From an optimization exercise on the open Yosys and OpenROAD flow, aimed at small area and a short achievable clock period; shortcuts taken in it are not production practice. Only simulation tests tie the RTL to the original design; equivalence was not proved. No activity file was given, so power comes from the tool's default toggle rates.

==> design/flow/design.v <==
package apb_diag_pkg;
   localparam logic [11:0] OFF_CTRL   = 12'h000;
   localparam logic [11:0] OFF_STATUS = 12'h004;
   localparam logic [11:0] OFF_DROP   = 12'h008;
   localparam logic [11:0] OFF_POP    = 12'h00C;
   localparam int CTRL_EN      = 0;
   localparam int CTRL_CLR     = 1;
   localparam int CTRL_OVWR    = 2;
   localparam int CTRL_THR_LSB = 8;
   localparam int CTRL_THR_W   = 8;
   localparam int STAT_EMPTY = 16;
   localparam int STAT_FULL  = 17;
   typedef enum logic {
      IDLE = 1'b0,
      WAIT = 1'b1
   } state_e;
endpackage
module diag_buf_ram #(
   parameter int DEPTH = 64,
   parameter int AW    = $clog2(DEPTH)
) (
   input  logic             clk_i,
   input  logic             we_i,
   input  logic [7:0]       wlo_i,      
   input  logic [7:0]       whi_i,      
   input  logic [31:0]      wdata_i,
   input  logic [DEPTH-1:0] rsel_i,
   output logic [32*11-1:0] t_lo_n_o,    
   output logic [32*11-1:0] t_hi_n_o     
);
   logic [31:0] mem_q [DEPTH];
   for (genvar i = 0; i < DEPTH; i++) begin : g_row
      always_ff @(posedge clk_i) begin
         if (we_i && wlo_i[i % 8] && whi_i[i / 8]) begin
            mem_q[i] <= wdata_i;
         end
      end
   end
   for (genvar b = 0; b < 32; b++) begin : g_bit
      diag_sel32_n u_lo (
         .sel_i (rsel_i[31:0]),
         .d_i   ({mem_q[31][b], mem_q[30][b], mem_q[29][b], mem_q[28][b],
                  mem_q[27][b], mem_q[26][b], mem_q[25][b], mem_q[24][b],
                  mem_q[23][b], mem_q[22][b], mem_q[21][b], mem_q[20][b],
                  mem_q[19][b], mem_q[18][b], mem_q[17][b], mem_q[16][b],
                  mem_q[15][b], mem_q[14][b], mem_q[13][b], mem_q[12][b],
                  mem_q[11][b], mem_q[10][b], mem_q[9][b],  mem_q[8][b],
                  mem_q[7][b],  mem_q[6][b],  mem_q[5][b],  mem_q[4][b],
                  mem_q[3][b],  mem_q[2][b],  mem_q[1][b],  mem_q[0][b]}),
         .t_n_o (t_lo_n_o[11*b +: 11])
      );
      diag_sel32_n u_hi (
         .sel_i (rsel_i[63:32]),
         .d_i   ({mem_q[63][b], mem_q[62][b], mem_q[61][b], mem_q[60][b],
                  mem_q[59][b], mem_q[58][b], mem_q[57][b], mem_q[56][b],
                  mem_q[55][b], mem_q[54][b], mem_q[53][b], mem_q[52][b],
                  mem_q[51][b], mem_q[50][b], mem_q[49][b], mem_q[48][b],
                  mem_q[47][b], mem_q[46][b], mem_q[45][b], mem_q[44][b],
                  mem_q[43][b], mem_q[42][b], mem_q[41][b], mem_q[40][b],
                  mem_q[39][b], mem_q[38][b], mem_q[37][b], mem_q[36][b],
                  mem_q[35][b], mem_q[34][b], mem_q[33][b], mem_q[32][b]}),
         .t_n_o (t_hi_n_o[11*b +: 11])
      );
   end
endmodule
module diag_sel32_n (
   input  logic [31:0] sel_i,
   input  logic [31:0] d_i,
   output logic [10:0] t_n_o
);
   logic [10:0] t_n;    
   for (genvar k = 0; k < 10; k++) begin : g_aoi
      diag_aoi222 u_aoi (
         .a1 (sel_i[3*k]),   .a2 (d_i[3*k]),
         .b1 (sel_i[3*k+1]), .b2 (d_i[3*k+1]),
         .c1 (sel_i[3*k+2]), .c2 (d_i[3*k+2]),
         .y  (t_n[k])
      );
   end
   diag_aoi22 u_aoi_last (
      .a1 (sel_i[30]), .a2 (d_i[30]),
      .b1 (sel_i[31]), .b2 (d_i[31]),
      .y  (t_n[10])
   );
   assign t_n_o = t_n;
endmodule
module diag_aoi222 (
   input  logic a1, a2, b1, b2, c1, c2,
   output logic y
);
   assign y = ~((a1 & a2) | (b1 & b2) | (c1 & c2));
endmodule
module diag_aoi22 (
   input  logic a1, a2, b1, b2,
   output logic y
);
   assign y = ~((a1 & a2) | (b1 & b2));
endmodule
import apb_diag_pkg::*;
module apb_diag_buffer #(
   parameter int DEPTH = 64,
   parameter int CNT_W = $clog2(DEPTH) + 1
) (
   input  logic        pclk,
   input  logic        preset_n,
   input  logic [11:0] paddr,
   input  logic        psel,
   input  logic        penable,
   input  logic        pwrite,
   input  logic [31:0] pwdata,
   input  logic [3:0]  pstrb,
   output logic        pready,
   output logic [31:0] prdata,
   output logic        pslverr,
   input  logic        evt_valid,
   input  logic [31:0] evt_data,
   output logic        irq
);
   localparam int AW = $clog2(DEPTH);
   logic [7:0]       wlo_q, wlo_d;       
   logic [7:0]       whi_q, whi_d;       
   logic             acc_q, acc_d;       
   logic             popw_d;
   logic [DEPTH-1:0] rsel_q, rsel_d;     
   logic [CNT_W-1:0] count_q, count_d;
   logic [15:0]      drop_q, drop_d;
   logic             en_q, en_d;
   logic             ovwr_q, ovwr_d;
   logic [7:0]       thresh_q, thresh_d;
   logic             irq_q, irq_d;
   logic             popw_q;           
   logic             wrc_q;            
   logic             rdy_q, rdy_d;
   logic             err_q, err_d;
   logic [31:0]      rdata_d, rdhi_d;
   logic [31:0]      rdlo_n_q, rdhi_n_q;
   logic        access, wr_ctrl, clr;
   logic        full, do_pop;
   logic        push, grow, ovr, drop;
   logic        ram_we;
   logic [CNT_W-1:0] cnt_inc, cnt_dec;
   logic [15:0]      drop_inc;
   logic [31:0] ram_rdata_lo_n, ram_rdata_hi_n;
   logic [32*11-1:0] t_lo_n, t_hi_n;
   logic [CNT_W-1:0] cnt_s;
   logic [15:0]      drop_s;
   logic             grow_s, drop_inc_s, empty_s, full_s;
   logic             a_ctrl, a_stat, a_drop, a_pop;
   logic [31:0]      regmux;
   assign access  = psel && penable;
   assign wr_ctrl = wrc_q;
   assign clr     = wr_ctrl && pstrb[0] && pwdata[CTRL_CLR];
   assign full    = count_q[CNT_W-1];
   assign do_pop  = popw_q;
   assign cnt_inc  = count_q + CNT_W'(1);
   assign cnt_dec  = count_q - CNT_W'(1);
   assign drop_inc = (drop_q == 16'hFFFF) ? drop_q : drop_q + 16'd1;
   assign push = en_q && evt_valid && !clr;
   assign grow = push && (!full || do_pop);
   assign ovr  = push && full && !do_pop && ovwr_q;
   assign drop = push && full && !do_pop;
   always_comb begin
      en_d     = en_q;
      ovwr_d   = ovwr_q;
      thresh_d = thresh_q;
      if (wr_ctrl) begin
         if (pstrb[0]) begin
            en_d   = pwdata[CTRL_EN];
            ovwr_d = pwdata[CTRL_OVWR];
         end
         if (pstrb[1]) begin
            thresh_d = pwdata[CTRL_THR_LSB +: CTRL_THR_W];
         end
      end
      wlo_d = wlo_q;
      whi_d = whi_q;
      if (grow || ovr) begin
         wlo_d = {wlo_q[6:0], wlo_q[7]};
         if (wlo_q[7]) begin
            whi_d = {whi_q[6:0], whi_q[7]};
         end
      end
      rsel_d = rsel_q;
      if (do_pop || ovr) begin
         rsel_d = {rsel_q[DEPTH-2:0], rsel_q[DEPTH-1]};
      end
      if (do_pop) begin
         count_d = grow ? count_q : cnt_dec;
      end else begin
         count_d = grow ? cnt_inc : count_q;
      end
      drop_d = drop ? drop_inc : drop_q;
      if (clr) begin
         wlo_d    = 8'd1;
         whi_d    = 8'd1;
         rsel_d   = DEPTH'(1);
         count_d  = '0;
         drop_d   = '0;
      end
   end
   assign ram_we = !full || (evt_valid && acc_q);
   assign popw_d = access && !rdy_q;
   assign acc_d  = en_d && (ovwr_d || popw_d);
   assign grow_s     = en_q && evt_valid && !full;
   assign drop_inc_s = en_q && evt_valid && full;
   assign cnt_s      = grow_s ? cnt_inc : count_q;
   assign drop_s     = drop_inc_s ? drop_inc : drop_q;
   assign empty_s    = (count_q == '0) && !grow_s;
   assign full_s     = cnt_s[CNT_W-1];
   assign a_ctrl = (paddr == OFF_CTRL);
   assign a_stat = (paddr == OFF_STATUS);
   assign a_drop = (paddr == OFF_DROP);
   assign a_pop  = (paddr == OFF_POP);
   always_comb begin
      regmux = '0;
      if (a_ctrl) begin
         regmux[CTRL_EN]                    = en_q;
         regmux[CTRL_OVWR]                  = ovwr_q;
         regmux[CTRL_THR_LSB +: CTRL_THR_W] = thresh_q;
      end
      if (a_stat) begin
         regmux[CNT_W-1:0]  = cnt_s;
         regmux[STAT_EMPTY] = empty_s;
         regmux[STAT_FULL]  = full_s;
      end
      if (a_drop) begin
         regmux[15:0] = drop_s;
      end
   end
   always_comb begin
      if (penable) begin
         rdata_d = ram_rdata_lo_n;
         rdhi_d  = ram_rdata_hi_n;
         rdy_d   = 1'b1;
         err_d   = 1'b0;
      end else begin
         rdata_d = ~regmux;
         rdhi_d  = '1;
         rdy_d   = !(psel && !pwrite && a_pop && !empty_s);
         if (pwrite) begin
            err_d = !a_ctrl;
         end else begin
            err_d = !(a_ctrl || a_stat || a_drop || a_pop) || (a_pop && empty_s);
         end
      end
   end
   for (genvar b = 0; b < 32; b++) begin : g_rd
      assign ram_rdata_lo_n[b] = &t_lo_n[11*b +: 11];
      assign ram_rdata_hi_n[b] = &t_hi_n[11*b +: 11];
   end
   assign irq_d = en_q && (thresh_q != 8'd0) && (32'(count_q) >= 32'(thresh_q));
   always_ff @(posedge pclk or negedge preset_n) begin
      if (!preset_n) begin
         wlo_q    <= 8'd1;
         whi_q    <= 8'd1;
         acc_q    <= 1'b0;
         rsel_q   <= DEPTH'(1);
         count_q  <= '0;
         drop_q   <= '0;
         en_q     <= 1'b0;
         ovwr_q   <= 1'b0;
         thresh_q <= '0;
         irq_q    <= 1'b0;
         popw_q   <= 1'b0;
         wrc_q    <= 1'b0;
      end else begin
         wlo_q    <= wlo_d;
         whi_q    <= whi_d;
         acc_q    <= acc_d;
         rsel_q   <= rsel_d;
         count_q  <= count_d;
         drop_q   <= drop_d;
         en_q     <= en_d;
         ovwr_q   <= ovwr_d;
         thresh_q <= thresh_d;
         irq_q    <= irq_d;
         popw_q   <= popw_d;
         wrc_q    <= psel && !penable && pwrite && (paddr == OFF_CTRL);
      end
   end
   always_ff @(posedge pclk) begin
      rdy_q   <= rdy_d;
      err_q   <= err_d;
      rdlo_n_q <= rdata_d;
      rdhi_n_q <= rdhi_d;
   end
   diag_buf_ram #(
      .DEPTH (DEPTH),
      .AW    (AW)
   ) u_ram (
      .clk_i   (pclk),
      .we_i    (ram_we),
      .wlo_i   (wlo_q),
      .whi_i   (whi_q),
      .wdata_i (evt_data),
      .rsel_i  (rsel_q),
      .t_lo_n_o (t_lo_n),
      .t_hi_n_o (t_hi_n)
   );
   assign pready  = rdy_q;
   assign prdata  = ~(rdlo_n_q & rdhi_n_q);
   assign pslverr = err_q;
   assign irq     = irq_q;
endmodule
==> design/flow/flow/run.sh <==
#!/bin/bash
# Layout flow: the standard flow (standard synthesis unchanged), with the
# port buffers inserted as buf_4 instead of the placer's default delay buffer,
# and clock tree synthesis without dummy loads.
set -euo pipefail
bash standard.sh "BUFFER_PORTS_ARGS=-buffer_cell sky130_fd_sc_hd__buf_4" \
   "CTS_ARGS=-sink_clustering_enable -repair_clock_nets -sink_clustering_size 24 -sink_clustering_max_diameter 100 -dont_use_dummy_load" \
   finish > flow_make.log 2>&1
==> design/flow/standard.sh <==
#!/bin/bash
# synth_recipe.tcl (not shown) runs the flow's synth.tcl, then flattens the netlist and writes it again
# the make line also repeats each setting of config.mk as NAME=value (left out here)
make -C /OpenROAD-flow-scripts/flow DESIGN_CONFIG=/design/flow/config.mk WORK_HOME=/design/flow/orfs CLKGATE_MAP_FILE= SYNTH_SCRIPT=/design/flow/synth_recipe.tcl "${@:-finish}"
==> design/flow/config.mk <==
export PLATFORM = sky130hd
export DESIGN_NAME = apb_diag_buffer
export DESIGN_NICKNAME = apb_diag_buffer
export VERILOG_FILES = /design/flow/design.v
export SDC_FILE = /design/flow/constraint.sdc
export NUM_CORES = 4
export LEC_CHECK = 0
export CAP_MARGIN = 20
export CORE_MARGIN = 2
export CORE_UTILIZATION = 60
export CTS_CLUSTER_DIAMETER = 100
export CTS_CLUSTER_SIZE = 24
export PLACE_DENSITY = 0.7
export SETUP_SLACK_MARGIN = 2.7
export SLEW_MARGIN = 20
export SYNTH_HIERARCHICAL = 1
==> design/flow/constraint.sdc <==
create_clock -name core_clock -period 5.0 [get_ports {pclk}]
set_input_delay 1.0000 -clock core_clock [delete_from_list [all_inputs] [get_ports {pclk}]]
set_output_delay 1.0000 -clock core_clock [all_outputs]
set_load 0.01 [all_outputs]
==> results of run 1 <==
[kinds of logic after synthesis]
logic type / Yosys count / share of synthesized area
flip-flops: 2231 / 0.840
adder cells (fa/ha/maj): 11 / 0.00176
AND/OR/NAND/NOR: 595 / 0.0404
XOR/XNOR: 15 / 0.00168
multiplexers: 17 / 0.00237
buffers and inverters: 75 / 0.00398
AO/OA/AOI/OAI: 925 / 0.110
[layout make-up]
cell class | instances | share of cell area
Multi-Input combinational cell | 1573 | 0.152
Sequential cell | 2231 | 0.769
Inverter | 21 | 0.000919
Antenna cell | 4 | 0.000117
Tap cell | 1742 | 0.0254
Timing Repair Buffer | 226 | 0.0227
Clock buffer | 103 | 0.0301
[state kept, by name, indices dropped and copies added, names as in the netlist]
register / cells
rdlo_n_q: 32
rsel_q: 64
err_q: 1
wrc_q: 1
drop_q: 16
en_q: 1
rdhi_n_q: 32
popw_q: 1
thresh_q: 8
u_ram.mem_q: 2048
count_q: 7
acc_q: 1
wlo_q: 8
rdy_q: 1
whi_q: 8
irq_q: 1
ovwr_q: 1
[power groups by stage]
stage / logic, mW / registers [mW] / clock network (mW)
floorplan: 0.0526 / 20.8 / 0
global placement: 0.438 / 20.8 / 0
detailed placement: 0.461 / 20.8 / 0
CTS: 0.471 / 20.3 / 9.00
global route: 0.511 / 20.4 / 9.62
finish: 0.485 / 20.3 / 8.98
[what timing repair did]
action	4_1_cts	5_1_grt
gates resized for setup	204	103
gates cloned	0	10
pin swaps	54	108
endpoints found under the setup margin	2156	2126
setup buffers	23	23
hold buffers	0	0
[modules after synthesis, one instance, submodules excluded, a selection]
module / cell area, um^2 / times used / flip-flops and latches / cells inside
apb_diag_buffer: 9110 / 1 / 183 / 1047
diag_aoi22: 12.5 / 64 / 0 / 1
diag_aoi222: 10.0 / 640 / 0 / 1
[synthesized netlist by cell type (4+ instances only)]
master / number
sky130_fd_sc_hd__buf_1: 8
sky130_fd_sc_hd__and3_2: 10
sky130_fd_sc_hd__a21oi_1: 22
sky130_fd_sc_hd__nand4b_1: 4
sky130_fd_sc_hd__a21o_1: 9
sky130_fd_sc_hd__o31ai_1: 60
sky130_fd_sc_hd__a222oi_1: 640
sky130_fd_sc_hd__nand4_1: 149
sky130_fd_sc_hd__nor4_1: 8
sky130_fd_sc_hd__buf_2: 17
sky130_fd_sc_hd__o21ai_0: 102
sky130_fd_sc_hd__nand2_1: 196
sky130_fd_sc_hd__nor2_1: 28
sky130_fd_sc_hd__inv_1: 21
sky130_fd_sc_hd__nand2b_1: 5
sky130_fd_sc_hd__ha_1: 11
sky130_fd_sc_hd__xnor2_1: 13
sky130_fd_sc_hd__nor3_1: 13
sky130_fd_sc_hd__edfxtp_1: 2048
sky130_fd_sc_hd__a22oi_2: 64
sky130_fd_sc_hd__mux2_2: 12
sky130_fd_sc_hd__and3_1: 61
sky130_fd_sc_hd__a211oi_1: 4
sky130_fd_sc_hd__dfrtp_1: 114
sky130_fd_sc_hd__or3_1: 24
sky130_fd_sc_hd__nand3_1: 69
sky130_fd_sc_hd__clkbuf_1: 26
sky130_fd_sc_hd__mux2i_1: 5
sky130_fd_sc_hd__dfxtp_1: 66
[critical path, cell delays in order (launching register included)]
cell and delay (ns):
sky130_fd_sc_hd__dfrtp_4 0.51, sky130_fd_sc_hd__buf_12 0.16, sky130_fd_sc_hd__buf_4 0.14, sky130_fd_sc_hd__a222oi_1 0.35
sky130_fd_sc_hd__nand4_1 0.48, sky130_fd_sc_hd__nor3_2 0.57, sky130_fd_sc_hd__a21o_1 0.14
[metal layers]
metal / global-route usage / share of wire / vias to the layer above / routed length, um
li1: - / - / 17800 / -
met1: 0.459 / 0.38 / 22400 / 80200
met2: 0.472 / 0.46 / 3241 / 97500
met3: 0.0577 / 0.13 / 288 / 27000
met4: 0.0981 / 0.031 / 8 / 6660
met5: 0 / 0.00023 / - / 49
[path summary, 6_finish.rpt]
kind | from | to | slack [ns]
hold / removal | preset_n | rsel_q[3]$_DFFE_PN0P_ | 0.25
hold reg to reg | rdy_q$_SDFF_PP1_ | popw_q$_DFF_PN0_ | 0.46
setup reg to reg | rsel_q[24]$_DFFE_PN0P_ | rdlo_n_q[10]$_DFF_P_ | 2.57
setup / recovery | rsel_q[24]$_DFFE_PN0P_ | rdlo_n_q[10]$_DFF_P_ | 2.57
max in group asynchronous | preset_n | rsel_q[26]$_DFFE_PN0P_ | 3.69
min in group core_clock | rdy_q$_SDFF_PP1_ | popw_q$_DFF_PN0_ | 0.46
[metrics by stage]
step	area (um^2)	hold WS, ns	worst slack [ns]
2_1_floorplan	78400	0.465	2.49
3_3_place_gp	81700	0.418	1.67
3_5_place_dp	81700	0.429	1.65
4_1_cts	85100	0.253	2.42
5_1_grt	85700	0.316	2.55
6_report	85800	0.247	2.57
==> results_dict.tcl, run 1 <==
set metrics [dict create \
    min_period_over_period 0.486 \
    synth_top_area_frac 0.786 \
    detail_route.wirelength_mm 211 \
    detail_route.vias_per_cell 7.42 \
    synth.yosys.seq_area_share 0.840 \
    clock.fmax_ghz 0.411 \
    crit_path_end_kind "register" \
    timing.critical_path.fanout_max 12 \
    rsz0062_at_grt "yes" \
    drt.antenna.violating_nets 0 \
    boundaryPins 121 \
    cp-start-kind "register" \
    clock_power_share 0.301 \
    clkSinkCount 2231 \
    synth_largest_area_cell "sky130_fd_sc_hd__edfxtp_1" \
    timing.final.crit_period_ns 2.43 \
    postLayoutCoreUtil 0.662 \
    filler_cell_count 8488 \
    layout.area.seq_um2 65900 \
    synth-main-ff-cell "sky130_fd_sc_hd__edfxtp_1" \
    cell_depth_of_the_worst_flop_to_flop_path 6 \
    routed-via-count 43800 \
    synthArstFlopShare 0.0524 \
    area.growth.synth_to_final_pct 9.58 \
    fin_nets 4253 \
    setup.worst_path.class "reg -> reg" \
    p_leak_nw 26.6 \
    first_drt_iteration_drcs 10500 \
    finalClockSkew_ns 0.0551 \
    synth_enable_flop_cells 2048 \
    global_route_wire_length_before_repair_mm 292 \
    p_seq_frac 0.683 \
    cts_max_level 3 \
    die_area_um2 133000 \
    run_status "no timing/DRC/antenna violations" \
    detailed_place_hpwl_mm 116 \
    vdd_drop_max_uv 304 \
    grt_max_degree 71 \
    clock_insertion_delay_worst_skew_ns 0.75 \
    drv_cap 0 \
    antenna_found_initial 15 \
    start_util 0.604 \
    ys_ff_latch 2231 \
    io_buffer_count 97 \
    cell_internal_pwr_mw 24.1 \
    min_path_type "in -> async" \
    synthesis.area_um2 78300 \
    avgSynthCellArea_um2 20.2 \
    layout_commonest_cell "sky130_fd_sc_hd__edfxtp_1" \
    clock_tree.buffer_depth 3 \
    gate_count_post_synth 3869 \
    crit_required_ns 5.68 \
    most-common-layout-cells "2,048 x sky130_fd_sc_hd__edfxtp_1, 640 x sky130_fd_sc_hd__a222oi_1, 176 x sky130_fd_sc_hd__buf_4" \
    multi_input_area_um2 13000 \
    chipWidth_um 365 \
    timing.slew.headroom 0.393 \
    core_area_um2 129000 \
    layout-drive-gt1-share 0.154 \
    timing.setup.tns_ns 0 \
    wl_per_cell_um 35.8 \
    switchingPower_mw 5.73 \
    die_height_um 365 \
    global_route.usage.total 0.309 \
    count_of_pins_over_their_slew_limit 0 \
    yosysWarningCount 9 \
    final_cell_count_no_fill 5900 \
    power_density_nw_per_um2 348 \
    grt_pass1_vias 40500 \
    placed_insts 5737 \
    synth.distinct_cells 66 \
    cp_data_arrival_time_ns 3.11 \
    detailedRoute.firstPassIterationCount 11 \
    syn-num-nets 3966 \
    comb_power_share 0.016 \
    globalRoute.totalOverflow 0 \
    drc_viols 0 \
    timing.final.setup_violations 0 \
    worst-slew-pin-transition_ns 0.910 \
    final_gp_congestion 0.843 \
    cts_tree "yes" \
    clkTransAtPathRegs_ns 0.09 \
    ctsRootBufferMaster "sky130_fd_sc_hd__clkbuf_16" \
    row_count 132 \
    count_of_final_hold_check_violations 0 \
    tritoncts.num_buffers 103 \
    swShare 0.192 \
    power.total_mw 29.8 \
    synth.area.top_cells "sky130_fd_sc_hd__edfxtp_1 79%, sky130_fd_sc_hd__a222oi_1 8.2%, sky130_fd_sc_hd__dfrtp_1 3.6%" \
]
==> run 2: changes to the inputs <==
--- a/design/flow/config.mk
+++ b/design/flow/config.mk
@@ -11,6 +11,6 @@
 export CTS_CLUSTER_DIAMETER = 100
 export CTS_CLUSTER_SIZE = 24
 export PLACE_DENSITY = 0.7
-export SETUP_SLACK_MARGIN = 2.7
+export SETUP_SLACK_MARGIN = 2.6
 export SLEW_MARGIN = 20
 export SYNTH_HIERARCHICAL = 1
==> run 2 against run 1 <==
  * Maximum frequency shrank 3.5%
  * Non-clock buffer count grew 6
  * Die area is the same
  * Clock skew grew 0.013 ns
  * Clock power shrank 0.4%
  * Global-route usage is essentially flat
  * Critical path depth shrank 5
  * Core utilization grew 0.25 points
  * Largest cell class unchanged
==> results_dict.tcl, run 2 <==
set metrics [dict create \
    grt_pass1_vias 40100 \
    start_util 0.604 \
    synthArstFlopShare 0.0524 \
    crit_buf_inv 0 \
    worst-slew-pin-transition_ns 1.43 \
    layout_commonest_cell "sky130_fd_sc_hd__edfxtp_1" \
    yosysWarningCount 9 \
    die_area_um2 133000 \
    synth.distinct_cells 66 \
    drc_viols 0 \
    layout.area.seq_um2 65900 \
    multi_input_area_um2 13300 \
    boundaryPins 121 \
    cp_data_arrival_time_ns 2.90 \
    antenna_found_initial 15 \
    power.total_mw 29.8 \
    worstPathCellList "and3_2" \
    first_drt_iteration_drcs 10900 \
    vdd_drop_max_uv 273 \
    detailed_place_hpwl_mm 116 \
    synth.yosys.seq_area_share 0.840 \
    cell_depth_of_the_worst_flop_to_flop_path 1 \
    clock.fmax_ghz 0.397 \
    avgSynthCellArea_um2 20.2 \
    final.hold.worst_slack_ns 0.212 \
    cts_max_level 3 \
    gate_count_post_synth 3869 \
    final_gp_congestion 0.856 \
    drt.antenna.violating_nets 0 \
    setup.worst_path.class "reg -> reg" \
    synth.top_cells.by_count "2,048 x sky130_fd_sc_hd__edfxtp_1, 640 x sky130_fd_sc_hd__a222oi_1, 196 x sky130_fd_sc_hd__nand2_1" \
    clkTransAtPathRegs_ns 0.10 \
    crit_path_end_kind "register" \
    layout-drive-gt1-share 0.155 \
    worst-path-stages 1 \
    row_count 132 \
    globalRoute.totalOverflow 0 \
    timing.slew.headroom 0.0458 \
    chipWidth_um 365 \
    crit_family "flip-flops" \
    synth-main-ff-cell "sky130_fd_sc_hd__edfxtp_1" \
    count_of_pins_over_their_slew_limit 0 \
    detail_route.vias_per_cell 7.49 \
    finalClockSkew_ns 0.0679 \
    routed-via-count 44500 \
    clock_insertion_delay_worst_skew_ns 0.77 \
    clkSinkCount 2231 \
    count_of_final_hold_check_violations 0 \
    drv_cap 0 \
    synth_most_common_cell "sky130_fd_sc_hd__edfxtp_1" \
    global_route_wire_length_before_repair_mm 292 \
    area.growth.synth_to_final_pct 9.99 \
    power_density_nw_per_um2 346 \
    min_period_over_period 0.504 \
    postLayoutSetupSlackWorst_ns 2.48 \
    filler_cell_count 8449 \
    run_status "no timing/DRC/antenna violations" \
    min_path_type "in -> async" \
    fin_nets 4298 \
    timing.critical_path.slowest_cell_delay_ns 1.31 \
    io_buffer_count 97 \
    most-common-layout-cells "2,048 x sky130_fd_sc_hd__edfxtp_1, 640 x sky130_fd_sc_hd__a222oi_1, 196 x sky130_fd_sc_hd__buf_4" \
    postLayoutCoreUtil 0.665 \
    largest_registers "u_ram.mem_q: 2048 flops, rsel_q: 64 flops" \
    core_area_um2 129000 \
    synth_top_area_frac 0.786 \
    synthesis.area_um2 78300 \
    clock_tree.buffer_depth 3 \
    cts_tree "yes" \
    tritoncts.num_buffers 103 \
    crit_path_top_delay_cell "sky130_fd_sc_hd__dfrtp_1" \
    syn-num-nets 3966 \
    ctsRootBufferMaster "sky130_fd_sc_hd__clkbuf_16" \
    synth_enable_flop_cells 2048 \
    grt_max_degree 115 \
    rsz0062_at_grt "yes" \
    largest-register "u_ram.mem_q" \
    timing.setup.tns_ns 0 \
    timing.final.setup_violations 0 \
    timing.critical_path.fanout_max 18 \
    synth.area.top_cells "sky130_fd_sc_hd__edfxtp_1 79%, sky130_fd_sc_hd__a222oi_1 8.2%, sky130_fd_sc_hd__dfrtp_1 3.6%" \
    detailedPlace.worstSlack_ns 1.75 \
    cp-start-kind "register" \
    global_route.usage.total 0.309 \
    synth_largest_area_cell "sky130_fd_sc_hd__edfxtp_1" \
    detailedRoute.firstPassIterationCount 10 \
    p_leak_nw 26.8 \
    die_height_um 365 \
    ys_ff_latch 2231 \
    wl_per_cell_um 37.1 \
    timing.final.crit_period_ns 2.52 \
    crit_required_ns 5.39 \
    largest_register_ffs 2048 \
    detail_route.wirelength_mm 221 \
]
==> run 2: routing by layer <==
layer / GRT usage / share of wire / up-vias
li1: - / - / 18000
met1: 0.456 / 0.36 / 22600
met2: 0.480 / 0.46 / 3606
met3: 0.0613 / 0.14 / 340
met4: 0.0850 / 0.031 / 10
met5: 0 / 0.00042 / -
==> run 2: power by group <==
group	switching [mW]	internal (mW)	leakage [nW]
Clock	5.26	3.67	1.27
Sequential	0.0247	20.3	20.5
Combinational	0.404	0.0722	5.07
Total	5.69	24.1	26.8
==> run 2: area by class of cell <==
type	count	share of cell area
diodes	3	0.0000872
well taps	1742	0.0253
inverters	21	0.000916
flip-flops and latches	2231	0.766
repair buffers	232	0.0234
clock buffers	103	0.0299
multi-input cells	1612	0.155
==> run 2: logic make-up (layout without fill, tap and decap cells) <==
logic type                 count (synthesis)  in the layout  synth area share
DFF                                     2231           2231             0.840
other                                      0              3                 0
and+or+nand+nor                          595            644            0.0404
buffers and inverters                     75            356           0.00398
adders and majority gates                 11             11           0.00176
AOI/OAI and AO/OA                        925            925             0.110
xor gates and xnor gates                  15             15           0.00168
muxes                                     17             17           0.00237
==> run 2: what timing repair did <==
item,4_1_cts,5_1_grt
setup buffers,9,43
hold endpoints to repair,0,0
endpoints found under the setup margin,2136,2022
pin swaps,29,77
gates resized for setup,156,124
hold buffers,0,0
gates cloned,0,51
==> run 2: path summary, 6_finish.rpt <==
kind | start | end | slack, ns
setup / recovery | wlo_q[5]$_DFFE_PN0P_ | u_ram.mem_q[45][10]$_DFFE_PP_ | 2.48
hold / removal | preset_n | thresh_q[5]$_DFFE_PN0P_ | 0.21
setup reg to reg | wlo_q[5]$_DFFE_PN0P_ | u_ram.mem_q[45][10]$_DFFE_PP_ | 2.48
hold reg to reg | rdy_q$_SDFF_PP1_ | popw_q$_DFF_PN0_ | 0.45
max in group asynchronous | preset_n | rsel_q[27]$_DFFE_PN0P_ | 3.67
min in group core_clock | rdy_q$_SDFF_PP1_ | popw_q$_DFF_PN0_ | 0.45
==> run 2: stage by stage <==
stage | instances | instance area (um^2)
final | 5944 | 86100
after global routing | 5942 | 86100
after CTS | 5847 | 84800
after detailed placement | 5735 | 81700
after global placement | 5735 | 81700
after floorplan | 3869 | 78300
==> run 2: per-module statistics from Yosys (local to each module, per instance), excerpt <==
module | cells | flip-flops and latches
apb_diag_buffer | 1047 | 183
diag_aoi22 | 1 | 0
diag_aoi222 | 1 | 0
==> run 3: changes to the inputs <==
--- a/design/flow/config.mk
+++ b/design/flow/config.mk
@@ -7,10 +7,10 @@
 export LEC_CHECK = 0
 export CAP_MARGIN = 20
 export CORE_MARGIN = 2
-export CORE_UTILIZATION = 60
+export CORE_UTILIZATION = 65
 export CTS_CLUSTER_DIAMETER = 100
 export CTS_CLUSTER_SIZE = 24
-export PLACE_DENSITY = 0.7
-export SETUP_SLACK_MARGIN = 2.6
+export PLACE_DENSITY = 0.75
+export SETUP_SLACK_MARGIN = 2.7
 export SLEW_MARGIN = 20
 export SYNTH_HIERARCHICAL = 1
==> run 3 against run 2 <==
  * Clock skew grew 0.0099 ns
  * Via count is 1.5% lower
  * Die area fell by 7.6%
  * Largest power group unchanged
  * Worst setup slack lost 0.12 ns
  * First-iteration DRC count down 2.4%
  * Core utilization up 4.9 points
  * Final area fell by 0.74%
  * Still clean
  * Power decreased by 0.17%
==> results_dict.tcl, run 3 <==
set metrics [dict create \
    run_status "no timing/DRC/antenna violations" \
    synth_enable_flop_cells 2048 \
    drv_cap 0 \
    setup.worst_path.class "reg -> reg" \
    global_route_wire_length_before_repair_mm 288 \
    comb_power_share 0.016 \
    ctsHoldBuffers 0 \
    core_area_um2 120000 \
    rsz0062_at_grt "yes" \
    count_of_final_hold_check_violations 0 \
    cp-start-kind "register" \
    grt_pass1_vias 40800 \
    synth.top_cells.by_count "2,048 x sky130_fd_sc_hd__edfxtp_1, 640 x sky130_fd_sc_hd__a222oi_1, 196 x sky130_fd_sc_hd__nand2_1" \
    ctsRootBufferMaster "sky130_fd_sc_hd__clkbuf_16" \
    cts_max_level 3 \
    placed_insts 5600 \
    detail_route.wirelength_mm 205 \
    timing.final.crit_period_ns 2.64 \
    row_count 127 \
    avgSynthCellArea_um2 20.2 \
    worst-slew-pin-transition_ns 1.08 \
    routed-via-count 43900 \
    cp_data_arrival_time_ns 2.97 \
    drt.antenna.violating_nets 0 \
    clkTransAtPathRegs_ns 0.09 \
    globalRoute.totalOverflow 0 \
    count_of_pins_over_their_slew_limit 0 \
    switchingPower_mw 5.64 \
    synthesis.area_um2 78300 \
    start_util 0.654 \
    ys_ff_latch 2231 \
    clkSinkCount 2231 \
    antenna_found_initial 8 \
    crit_required_ns 5.33 \
    clock_power_share 0.299 \
    detailedRoute.firstPassIterationCount 21 \
    layout.area.seq_um2 65900 \
    power_density_nw_per_um2 348 \
    area.growth.synth_to_final_pct 9.18 \
    cts_tree "yes" \
    filler_cell_count 7041 \
    synth_largest_area_cell "sky130_fd_sc_hd__edfxtp_1" \
    detail_route.vias_per_cell 7.62 \
    gate_count_post_synth 3869 \
    swShare 0.190 \
    most-common-layout-cells "2,048 x sky130_fd_sc_hd__edfxtp_1, 640 x sky130_fd_sc_hd__a222oi_1, 168 x sky130_fd_sc_hd__buf_4" \
    timing.setup.tns_ns 0 \
    finalClockSkew_ns 0.0779 \
    layout-drive-gt1-share 0.153 \
    finalInstanceArea_um2 85400 \
    die_area_um2 123000 \
    fin_nets 4246 \
    synth-main-ff-cell "sky130_fd_sc_hd__edfxtp_1" \
    first_drt_iteration_drcs 10600 \
    min_period_over_period 0.527 \
    synth.area.top_cells "sky130_fd_sc_hd__edfxtp_1 79%, sky130_fd_sc_hd__a222oi_1 8.2%, sky130_fd_sc_hd__dfrtp_1 3.6%" \
    power.total_mw 29.7 \
    synth_top_area_frac 0.786 \
    largest_registers "u_ram.mem_q: 2048 flops, rsel_q: 64 flops" \
    boundaryPins 121 \
    vdd_drop_max_uv 332 \
    crit_path_end_kind "register" \
    placement.cell_area_um2 81500 \
    syn-num-nets 3966 \
    drc_viols 0 \
    final_gp_congestion 0.878 \
    p_leak_nw 26.6 \
    synth.yosys.seq_area_share 0.840 \
    synthArstFlopShare 0.0524 \
    clock_tree.buffer_depth 3 \
    grt_max_degree 81 \
    chipWidth_um 351 \
    detailed_place_hpwl_mm 114 \
    final_cell_count_no_fill 5761 \
    timing.slew.headroom 0.279 \
    synth_most_common_cell "sky130_fd_sc_hd__edfxtp_1" \
    largest_register_ffs 2048 \
    timing.final.setup_violations 0 \
    synth.distinct_cells 66 \
    timing.critical_path.fanout_max 65 \
    p_seq_frac 0.685 \
    min_path_type "in -> async" \
    clock_insertion_delay_worst_skew_ns 0.73 \
    tritoncts.num_buffers 103 \
    clock.fmax_ghz 0.379 \
    largest-register "u_ram.mem_q" \
    cell_internal_pwr_mw 24.1 \
    yosysWarningCount 9 \
    wl_per_cell_um 35.6 \
    global_route.usage.total 0.331 \
    die_height_um 351 \
    multi_input_area_um2 12800 \
    io_buffer_count 97 \
    layout_commonest_cell "sky130_fd_sc_hd__edfxtp_1" \
]
-- run 3: final cells by class --
class	instances	share of cell area
sequential	2231	0.772
antenna	2	0.0000586
tap	1612	0.0236
multi-input combinational	1563	0.149
inverter	21	0.000923
timing repair buffer	229	0.0242
clock buffer	103	0.0302
-- run 3: per-module statistics from Yosys (local to each module, per instance), a selection --
| module | copies in the design | area [um^2] |
|---|---|---|
| diag_aoi222 | 640 | 10.0 |
| diag_aoi22 | 64 | 12.5 |
| apb_diag_buffer | 1 | 9110 |
-- run 3: what timing repair did --
| item | CTS | global route |
|---|---|---|
| buffers inserted | 32 | 21 |
| gates resized for setup | 213 | 66 |
| pin swaps | 58 | 68 |
| setup endpoints to repair | 2151 | 2096 |
| gates cloned | 2 | 1 |
-- run 3: cells by family after synthesis --
group | count (synthesis) | synth area share
xor+xnor | 15 | 0.00168
fa+ha+maj | 11 | 0.00176
mux | 17 | 0.00237
simple gates | 595 | 0.0404
buf+inv | 75 | 0.00398
compound gates | 925 | 0.110
flops | 2231 | 0.840
-- run 3: worst max-delay path, stage by stage (launching register included) --
cell                      delay, ns
sky130_fd_sc_hd__dfrtp_1       0.50
sky130_fd_sc_hd__nand2_1       0.11
sky130_fd_sc_hd__buf_4         0.53
sky130_fd_sc_hd__and3_2        1.03
-- run 3: power by group through the flow --
stage	logic [mW]	clock network, mW	registers, mW
final	0.473	8.89	20.3
after global routing	0.499	9.50	20.3
after CTS	0.467	8.90	20.3
after detailed placement	0.456	0	20.8
after global placement	0.433	0	20.8
after floorplan	0.0526	0	20.8
-- run 3: through the flow --
stage | setup slack, ns | hold slack, ns | util
4_1_cts | 2.43 | 0.342 | 0.710
3_3_place_gp | 1.84 | 0.439 | 0.681
3_5_place_dp | 1.78 | 0.432 | 0.681
5_1_grt | 2.32 | 0.362 | 0.714
6_report | 2.36 | 0.335 | 0.714
2_1_floorplan | 2.49 | 0.465 | -
-- run 3: metal layers --
metal	share of wire	global-route usage	vias up
li1	-	-	17800
met2	0.46	0.503	3621
met1	0.36	0.488	22100
met5	0.00011	0	-
met4	0.038	0.119	4
met3	0.14	0.0629	357
-- run 3: path summary, 6_finish.rpt --
path,end,depth (start not counted),start,slack (ns)
max reg2reg,u_ram.mem_q[49][7]$_DFFE_PP_,3,count_q[6]$_DFFE_PN0P_,2.36
min in group core_clock,popw_q$_DFF_PN0_,1,rdy_q$_SDFF_PP1_,0.46
max,u_ram.mem_q[49][7]$_DFFE_PP_,3,count_q[6]$_DFFE_PN0P_,2.36
min reg2reg,popw_q$_DFF_PN0_,1,rdy_q$_SDFF_PP1_,0.46
max in group asynchronous,whi_q[0]$_DFFE_PN1P_,2,preset_n,3.61
min,rsel_q[1]$_DFFE_PN0P_,1,preset_n,0.34
==> run 4: changes to the inputs <==
==> design/flow/flow/run.sh (replaced) <==
#!/bin/bash
# Layout flow: the standard flow (standard synthesis unchanged), with the
# port buffers inserted as buf_4 instead of the placer's default delay buffer.
set -euo pipefail
bash standard.sh "BUFFER_PORTS_ARGS=-buffer_cell sky130_fd_sc_hd__buf_4" finish > flow_make.log 2>&1
--- a/design/flow/config.mk
+++ b/design/flow/config.mk
@@ -7,10 +7,10 @@
 export LEC_CHECK = 0
 export CAP_MARGIN = 20
 export CORE_MARGIN = 2
-export CORE_UTILIZATION = 65
+export CORE_UTILIZATION = 60
 export CTS_CLUSTER_DIAMETER = 100
-export CTS_CLUSTER_SIZE = 24
-export PLACE_DENSITY = 0.75
+export CTS_CLUSTER_SIZE = 30
+export PLACE_DENSITY = 0.7
 export SETUP_SLACK_MARGIN = 2.7
 export SLEW_MARGIN = 20
 export SYNTH_HIERARCHICAL = 1
==> run 4 against run 3 <==
  * Still clean
  * Power shrank 0.55%
  * Final area about the same
  * Die area up 8.2%
  * Critical endpoint is now rdlo_n_q[10]$_DFF_P_
  * Largest cell class unchanged
  * Highest routed layer unchanged
==> results_dict.tcl, run 4 <==
set metrics [dict create \
    power_density_nw_per_um2 346 \
    wl_per_cell_um 35.2 \
    synth_most_common_cell "sky130_fd_sc_hd__edfxtp_1" \
    synthArstFlopShare 0.0524 \
    detail_route.vias_per_cell 7.32 \
    gate_count_post_synth 3869 \
    final.hold.worst_slack_ns 0.259 \
    postLayoutSetupSlackWorst_ns 2.56 \
    ys_ff_latch 2231 \
    count_of_final_hold_check_violations 0 \
    routed-via-count 43500 \
    final_gp_congestion 0.843 \
    drc_viols 0 \
    detail_route.wirelength_mm 209 \
    clock.fmax_ghz 0.410 \
    global_route.usage.total 0.307 \
    synth-main-ff-cell "sky130_fd_sc_hd__edfxtp_1" \
    postLayoutCoreUtil 0.660 \
    drt.antenna.violating_nets 0 \
    synth.yosys.seq_area_share 0.840 \
    detailedPlace.worstSlack_ns 1.65 \
    finalClockSkew_ns 0.0304 \
    io_buffer_count 97 \
    min_period_over_period 0.488 \
    placed_insts 5737 \
    largest_register_ffs 2048 \
    timing.final.setup_violations 0 \
    detailed_place_hpwl_mm 116 \
    filler_cell_count 8541 \
    most-common-layout-cells "2,048 x sky130_fd_sc_hd__edfxtp_1, 640 x sky130_fd_sc_hd__a222oi_1, 170 x sky130_fd_sc_hd__buf_4" \
    chipWidth_um 365 \
    clkSinkCount 2231 \
    synthesis.area_um2 78300 \
    synth.top_cells.by_count "2,048 x sky130_fd_sc_hd__edfxtp_1, 640 x sky130_fd_sc_hd__a222oi_1, 196 x sky130_fd_sc_hd__nand2_1" \
    syn-num-nets 3966 \
    setup.worst_path.class "reg -> reg" \
    grt_pass1_vias 40400 \
    detailedRoute.firstPassIterationCount 8 \
    clock_insertion_delay_worst_skew_ns 0.72 \
    clkTransAtPathRegs_ns 0.11 \
    first_drt_iteration_drcs 10100 \
    drv_cap 0 \
    largest-register "u_ram.mem_q" \
    layout-drive-gt1-share 0.147 \
    crit_path_end_kind "register" \
    ctsRootBufferMaster "sky130_fd_sc_hd__clkbuf_16" \
    synth.distinct_cells 66 \
    synth_enable_flop_cells 2048 \
    cp-start-kind "register" \
    cp_data_arrival_time_ns 3.10 \
    clock_tree.buffer_depth 3 \
    boundaryPins 121 \
    timing.slew.headroom 0.399 \
    grt_max_degree 71 \
    vdd_drop_max_uv 277 \
    largest_registers "u_ram.mem_q: 2048 flops, rsel_q: 64 flops" \
    min_path_type "in -> async" \
    row_count 132 \
    ctsHoldBuffers 0 \
    avgSynthCellArea_um2 20.2 \
    run_status "no timing/DRC/antenna violations" \
    timing.final.crit_period_ns 2.44 \
    cts_max_level 3 \
    synth_largest_area_cell "sky130_fd_sc_hd__edfxtp_1" \
    crit_required_ns 5.66 \
    count_of_pins_over_their_slew_limit 0 \
    globalRoute.totalOverflow 0 \
    global_route_wire_length_before_repair_mm 291 \
    fin_nets 4221 \
    rsz0062_at_grt "yes" \
    core_area_um2 129000 \
    area.growth.synth_to_final_pct 9.26 \
    synth.area.top_cells "sky130_fd_sc_hd__edfxtp_1 79%, sky130_fd_sc_hd__a222oi_1 8.2%, sky130_fd_sc_hd__dfrtp_1 3.6%" \
    timing.critical_path.fanout_max 7 \
    layout_commonest_cell "sky130_fd_sc_hd__edfxtp_1" \
    cell_depth_of_the_worst_flop_to_flop_path 6 \
    antenna_found_initial 18 \
    synth_top_area_frac 0.786 \
    p_leak_nw 26.4 \
    die_height_um 365 \
    worst-slew-pin-transition_ns 0.902 \
    reg2reg_slack_ns 2.56 \
    start_util 0.604 \
    timing.setup.tns_ns 0 \
    final_cell_count_no_fill 5936 \
    cts_tree "yes" \
    die_area_um2 133000 \
    yosysWarningCount 9 \
    tritoncts.num_buffers 84 \
]
## run 4: changes by cell type in the layout (fill, tap and decap cells not counted), sizes merged
cell,before,now
nand3,69,70
clkinv,0,1
inv,21,23
buf,228,217
bufinv,0,1
clkbuf,104,151
and3,71,75
## run 4: stage by stage
step / instance area [um^2] / power [mW]
floorplan: 78400 / 20.8
global placement: 81700 / 21.2
global route: 85500 / 30.2
CTS: 84900 / 29.6
finish: 85500 / 29.6
detailed placement: 81700 / 21.2
## run 4: area by class of cell
type / count / area [um^2] / area share
Inverter: 21 / 78.8 / 0.000922
Multi-Input combinational cell: 1568 / 13000 / 0.152
Antenna cell: 2 / 5.00 / 0.0000585
Clock inverter: 4 / 58.8 / 0.000688
Clock buffer: 150 / 2410 / 0.0282
Sequential cell: 2231 / 65900 / 0.771
Timing Repair Buffer: 218 / 1860 / 0.0217
Tap cell: 1742 / 2180 / 0.0255
## run 4: layer usage
metal	routed length [um]	part of all wire	GRT usage	up-vias
met3	26200	0.13	0.0501	275
met4	6010	0.029	0.0911	10
met1	80400	0.38	0.464	22300
met5	55	0.00026	0	-
met2	96400	0.46	0.470	3070
li1	-	-	-	17800
## run 4: path summary, 6_finish.rpt
| check | from | to |
|---|---|---|
| max | rsel_q[24]$_DFFE_PN0P_ | rdlo_n_q[10]$_DFF_P_ |
| min | preset_n | rsel_q[3]$_DFFE_PN0P_ |
| max reg2reg | rsel_q[24]$_DFFE_PN0P_ | rdlo_n_q[10]$_DFF_P_ |
| min reg2reg | rdy_q$_SDFF_PP1_ | popw_q$_DFF_PN0_ |
| max in group asynchronous | preset_n | rsel_q[26]$_DFFE_PN0P_ |
| min in group core_clock | rdy_q$_SDFF_PP1_ | popw_q$_DFF_PN0_ |
## run 4: report_power, final
| group | internal (mW) | leakage, nW | switching [mW] |
|---|---|---|---|
| sequential | 20.3 | 20.4 | 0.0203 |
| clock | 3.40 | 1.18 | 5.32 |
| combinational | 0.0758 | 4.77 | 0.408 |
| total | 23.8 | 26.4 | 5.75 |
## run 4: cell families after synthesis
kind of cell,Yosys count,synth area share
DFF,2231,0.840
buffers and inverters,75,0.00398
AOI/OAI and AO/OA,925,0.110
adders and majority gates,11,0.00176
muxes,17,0.00237
and+or+nand+nor,595,0.0404
xor gates and xnor gates,15,0.00168
## run 4: worst max-delay path, cell delays in order (launching register included)
cell and delay [ns]:
sky130_fd_sc_hd__dfrtp_4 0.55, sky130_fd_sc_hd__buf_12 0.17, sky130_fd_sc_hd__buf_4 0.14, sky130_fd_sc_hd__a222oi_1 0.34, sky130_fd_sc_hd__nand4_1 0.47, sky130_fd_sc_hd__nor3_2 0.57
sky130_fd_sc_hd__a21o_1 0.14
## run 4: Yosys stat by module, one instance, submodules excluded, excerpt
module,cells inside,flops+latches,copies in the design,area (um^2)
apb_diag_buffer,1047,183,1,9110
diag_aoi22,1,0,64,12.5
diag_aoi222,1,0,640,10.0
## run 4: what timing repair did
item	CTS	global route
setup buffers	18	19
endpoints found under the setup margin	2148	2125
gates resized for setup	199	108
endpoints found under the hold margin	0	0
pin swaps	54	95
cloned	0	6
==> run 5: changes to the inputs <==
--- a/design/flow/design.v
+++ b/design/flow/design.v
@@ -20,9 +20,7 @@
    parameter int AW    = $clog2(DEPTH)
 ) (
    input  logic             clk_i,
-   input  logic             we_i,
-   input  logic [7:0]       wlo_i,      
-   input  logic [7:0]       whi_i,      
+   input  logic [DEPTH-1:0] we_i,       
    input  logic [31:0]      wdata_i,
    input  logic [DEPTH-1:0] rsel_i,
    output logic [32*11-1:0] t_lo_n_o,    
@@ -31,7 +29,7 @@
    logic [31:0] mem_q [DEPTH];
    for (genvar i = 0; i < DEPTH; i++) begin : g_row
       always_ff @(posedge clk_i) begin
-         if (we_i && wlo_i[i % 8] && whi_i[i / 8]) begin
+         if (we_i[i]) begin
             mem_q[i] <= wdata_i;
          end
       end
@@ -138,6 +136,7 @@
    logic        full, do_pop;
    logic        push, grow, ovr, drop;
    logic        ram_we;
+   logic [DEPTH-1:0] row_we;
    logic [CNT_W-1:0] cnt_inc, cnt_dec;
    logic [15:0]      drop_inc;
    logic [31:0] ram_rdata_lo_n, ram_rdata_hi_n;
@@ -200,6 +199,9 @@
    end
    assign ram_we = !full || (evt_valid && acc_q);
    assign popw_d = access && !rdy_q;
+   for (genvar i = 0; i < DEPTH; i++) begin : g_we
+      assign row_we[i] = ram_we && wlo_q[i % 8] && whi_q[i / 8];
+   end
    assign acc_d  = en_d && (ovwr_d || popw_d);
    assign grow_s     = en_q && evt_valid && !full;
    assign drop_inc_s = en_q && evt_valid && full;
@@ -289,9 +291,7 @@
       .AW    (AW)
    ) u_ram (
       .clk_i   (pclk),
-      .we_i    (ram_we),
-      .wlo_i   (wlo_q),
-      .whi_i   (whi_q),
+      .we_i    (row_we),
       .wdata_i (evt_data),
       .rsel_i  (rsel_q),
       .t_lo_n_o (t_lo_n),
--- a/design/flow/config.mk
+++ b/design/flow/config.mk
@@ -9,7 +9,7 @@
 export CORE_MARGIN = 2
 export CORE_UTILIZATION = 60
 export CTS_CLUSTER_DIAMETER = 100
-export CTS_CLUSTER_SIZE = 30
+export CTS_CLUSTER_SIZE = 24
 export PLACE_DENSITY = 0.7
 export SETUP_SLACK_MARGIN = 2.7
 export SLEW_MARGIN = 20
==> run 5 against run 4 <==
  * Still clean on timing, DRC and antenna
  * Synthesized cell count rose by 0.10%
  * Critical path depth fell by 2
  * Sequential power barely moved
  * Critical endpoint is now u_ram.mem_q[7][15]$_DFFE_PP_
  * Highest routed layer unchanged
==> results_dict.tcl, run 5 <==
set metrics [dict create \
    crit_path_end_kind "register" \
    cp-start-kind "register" \
    layout_commonest_cell "sky130_fd_sc_hd__edfxtp_1" \
    clock_insertion_delay_worst_skew_ns 0.75 \
    setup.worst_path.class "reg -> reg" \
    globalRoute.totalOverflow 0 \
    worst-slew-pin-transition_ns 1.14 \
    crit_buf_inv 1 \
    detailedRoute.firstPassIterationCount 10 \
    die_area_um2 133000 \
    synth_most_common_cell "sky130_fd_sc_hd__edfxtp_1" \
    synth.yosys.seq_area_share 0.839 \
    detail_route.vias_per_cell 7.36 \
    synth.top_cells.by_count "2,048 x sky130_fd_sc_hd__edfxtp_1, 640 x sky130_fd_sc_hd__a222oi_1, 194 x sky130_fd_sc_hd__nand2_1" \
    most-common-layout-cells "2,048 x sky130_fd_sc_hd__edfxtp_1, 640 x sky130_fd_sc_hd__a222oi_1, 167 x sky130_fd_sc_hd__buf_4" \
    detailed_place_hpwl_mm 116 \
    synth_top_area_frac 0.785 \
    timing.critical_path.slowest_cell_delay_ns 0.67 \
    die_height_um 365 \
    routed-via-count 44300 \
    crit_required_ns 5.38 \
    row_count 132 \
    tritoncts.num_buffers 103 \
    cts_max_level 3 \
    largest_registers "u_ram.mem_q: 2048 flops, rsel_q: 64 flops" \
    chipWidth_um 365 \
    grt_pass1_vias 40900 \
    yosysWarningCount 9 \
    placement.cell_area_um2 81900 \
    crit_family "simple AND/OR/NAND/NOR gates" \
    avgSynthCellArea_um2 20.2 \
    drc_viols 0 \
    clock_tree.buffer_depth 3 \
    drt.antenna.violating_nets 0 \
    synthesis.area_um2 78300 \
    ctsHoldBuffers 0 \
    synth_enable_flop_cells 2048 \
    global_route.usage.total 0.318 \
    layout-drive-gt1-share 0.162 \
    timing.final.crit_period_ns 2.41 \
    start_util 0.605 \
    timing.critical_path.fanout_max 32 \
    io_buffer_count 97 \
    rsz0062_at_grt "yes" \
    ctsRootBufferMaster "sky130_fd_sc_hd__clkbuf_16" \
    global_route_wire_length_before_repair_mm 299 \
    synth_largest_area_cell "sky130_fd_sc_hd__edfxtp_1" \
    min_path_type "in -> async" \
    largest-register "u_ram.mem_q" \
    p_leak_nw 26.9 \
    vdd_drop_max_uv 355 \
    worstPathCellList "inv_1, a21oi_4, nor2b_4, and2_4" \
    wl_per_cell_um 36.1 \
    area.growth.synth_to_final_pct 10.5 \
    boundaryPins 121 \
    synth.distinct_cells 67 \
    antenna_found_initial 12 \
    ys_ff_latch 2231 \
    finalClockSkew_ns 0.0240 \
    postLayoutCoreUtil 0.669 \
    count_of_final_hold_check_violations 0 \
    timing.setup.tns_ns 0 \
    final_gp_congestion 0.830 \
    crit_path_top_delay_cell "sky130_fd_sc_hd__and2_4" \
    finalInstanceArea_um2 86600 \
    clock.fmax_ghz 0.416 \
    gate_count_post_synth 3873 \
    filler_cell_count 8409 \
    final.hold.worst_slack_ns 0.321 \
    synth-main-ff-cell "sky130_fd_sc_hd__edfxtp_1" \
    detail_route.wirelength_mm 217 \
    min_period_over_period 0.481 \
    core_area_um2 129000 \
    first_drt_iteration_drcs 10600 \
    synthArstFlopShare 0.0524 \
    run_status "no timing/DRC/antenna violations" \
    timing.final.setup_violations 0 \
    grt_max_degree 73 \
    power_density_nw_per_um2 350 \
    clkSinkCount 2231 \
    cp_data_arrival_time_ns 2.79 \
    count_of_pins_over_their_slew_limit 0 \
    syn-num-nets 3970 \
    synth.area.top_cells "sky130_fd_sc_hd__edfxtp_1 79%, sky130_fd_sc_hd__a222oi_1 8.2%, sky130_fd_sc_hd__dfrtp_1 3.6%" \
    largest_register_ffs 2048 \
    fin_nets 4279 \
    cts_tree "yes" \
    timing.slew.headroom 0.239 \
    clkTransAtPathRegs_ns 0.10 \
    drv_cap 0 \
]
run 5: cell type report:
class	count	area (um^2)	area share
Antenna cell	5	12.5	0.000145
Inverter	15	56.3	0.000650
Sequential cell	2231	65900	0.762
Multi-Input combinational cell	1602	13300	0.153
Clock inverter	7	67.6	0.000780
Tap cell	1742	2180	0.0252
Timing Repair Buffer	229	2090	0.0242
Clock buffer	188	2940	0.0339
run 5: worst paths after layout:
kind / startpoint / end / slack (ns) / cells past startpoint
worst max-delay path: count_q[6]$_DFFE_PN0P_ / u_ram.mem_q[7][15]$_DFFE_PP_ / 2.59 / 4
worst min-delay path: preset_n / thresh_q[2]$_DFFE_PN0P_ / 0.32 / 1
worst max register to register: count_q[6]$_DFFE_PN0P_ / u_ram.mem_q[7][15]$_DFFE_PP_ / 2.59 / 4
worst min register to register: rdy_q$_SDFF_PP1_ / popw_q$_DFF_PN0_ / 0.46 / 1
max in group asynchronous: preset_n / rsel_q[32]$_DFFE_PN0P_ / 3.65 / 2
min in group core_clock: rdy_q$_SDFF_PP1_ / popw_q$_DFF_PN0_ / 0.46 / 1
run 5: routing by layer:
| layer | GRT usage | wire [um] |
|---|---|---|
| met1 | 0.469 | 80900 |
| met2 | 0.480 | 99200 |
| met3 | 0.0714 | 29900 |
| met4 | 0.103 | 7020 |
| met5 | 0 | 50 |
run 5: power breakdown:
part | internal (mW) | total, mW | leakage (nW) | switching, mW
combinational | 0.0736 | 0.465 | 4.98 | 0.391
clock | 4.03 | 9.53 | 1.43 | 5.50
sequential | 20.3 | 20.3 | 20.5 | 0.0185
run 5: logic make-up after synthesis:
family / after synthesis / share of synthesized area
AOI/OAI and AO/OA: 922 / 0.110
muxes: 18 / 0.00246
buffers and inverters: 67 / 0.00356
adders and majority gates: 11 / 0.00176
and+or+nand+nor: 605 / 0.0410
DFF: 2231 / 0.839
xor gates and xnor gates: 19 / 0.00212
run 5: stage by stage:
step                setup WS, ns  power [mW]  std cells
finish                      2.59        30.3       6019
global route                2.56        31.0       6014
CTS                         2.52        30.4       5973
detailed placement          1.92        21.2       5743
global placement            1.94        21.2       5743
floorplan                   2.45        20.8       3873
run 5: timing repair:
| action | 4_1_cts | 5_1_grt |
|---|---|---|
| setup buffers | 20 | 27 |
| hold endpoints to repair | 0 | 0 |
| pin swaps | 67 | 64 |
| endpoints found under the setup margin | 1475 | 1538 |
| gates cloned | 15 | 14 |
| gates resized for setup | 233 | 67 |
run 5: modules after synthesis (local to each module, per instance), excerpt:
module	flip-flops and latches	cells	area, um^2
apb_diag_buffer	183	1121	9620
diag_aoi222	0	1	10.0
diag_aoi22	0	1	12.5

static timing again, ports no longer ideal:
The results above use ideal ports. As a check the final layouts listed here were re-extracted and re-timed, cells and wires unchanged. Step 1, drivers: a clkbuf_16 drives pclk and a buf_2 each remaining input, both assumed. Step 2 adds t to the input delays and takes it off the output delays; t is the mean of the earliest and latest rising clock arrival at the registers after step 1. Input paths then give back, and output paths get back, about the clock's delay inside the block. Slacks: no drivers / after step 1 / after step 2; pairs: no drivers / after step 1.
run	t, ns	slack for setup (ns)	hold slack, ns	worst register clock-pin slew, ns	worst data-port slew with drivers (ns)
run 1	0.799	2.569 / 2.536 / 1.985	0.247 / 0.212 / 0.457	0.10 / 0.10	0.07
run 2	0.810	2.482 / 2.482 / 1.908	0.212 / 0.177 / 0.455	0.10 / 0.10	0.05
run 3	0.781	2.363 / 2.363 / 1.675	0.335 / 0.290 / 0.457	0.10 / 0.10	0.08
run 4	0.786	2.560 / 2.556 / 1.949	0.259 / 0.225 / 0.447	0.12 / 0.12	0.07
run 5	0.812	2.595 / 2.560 / 1.929	0.321 / 0.286 / 0.457	0.10 / 0.10	0.04
After both steps setup and hold are still met in every run listed. For run 3, which loses most, drivers alone change the setup slack by 0.000 ns; drivers and shift together by -0.688 ns.
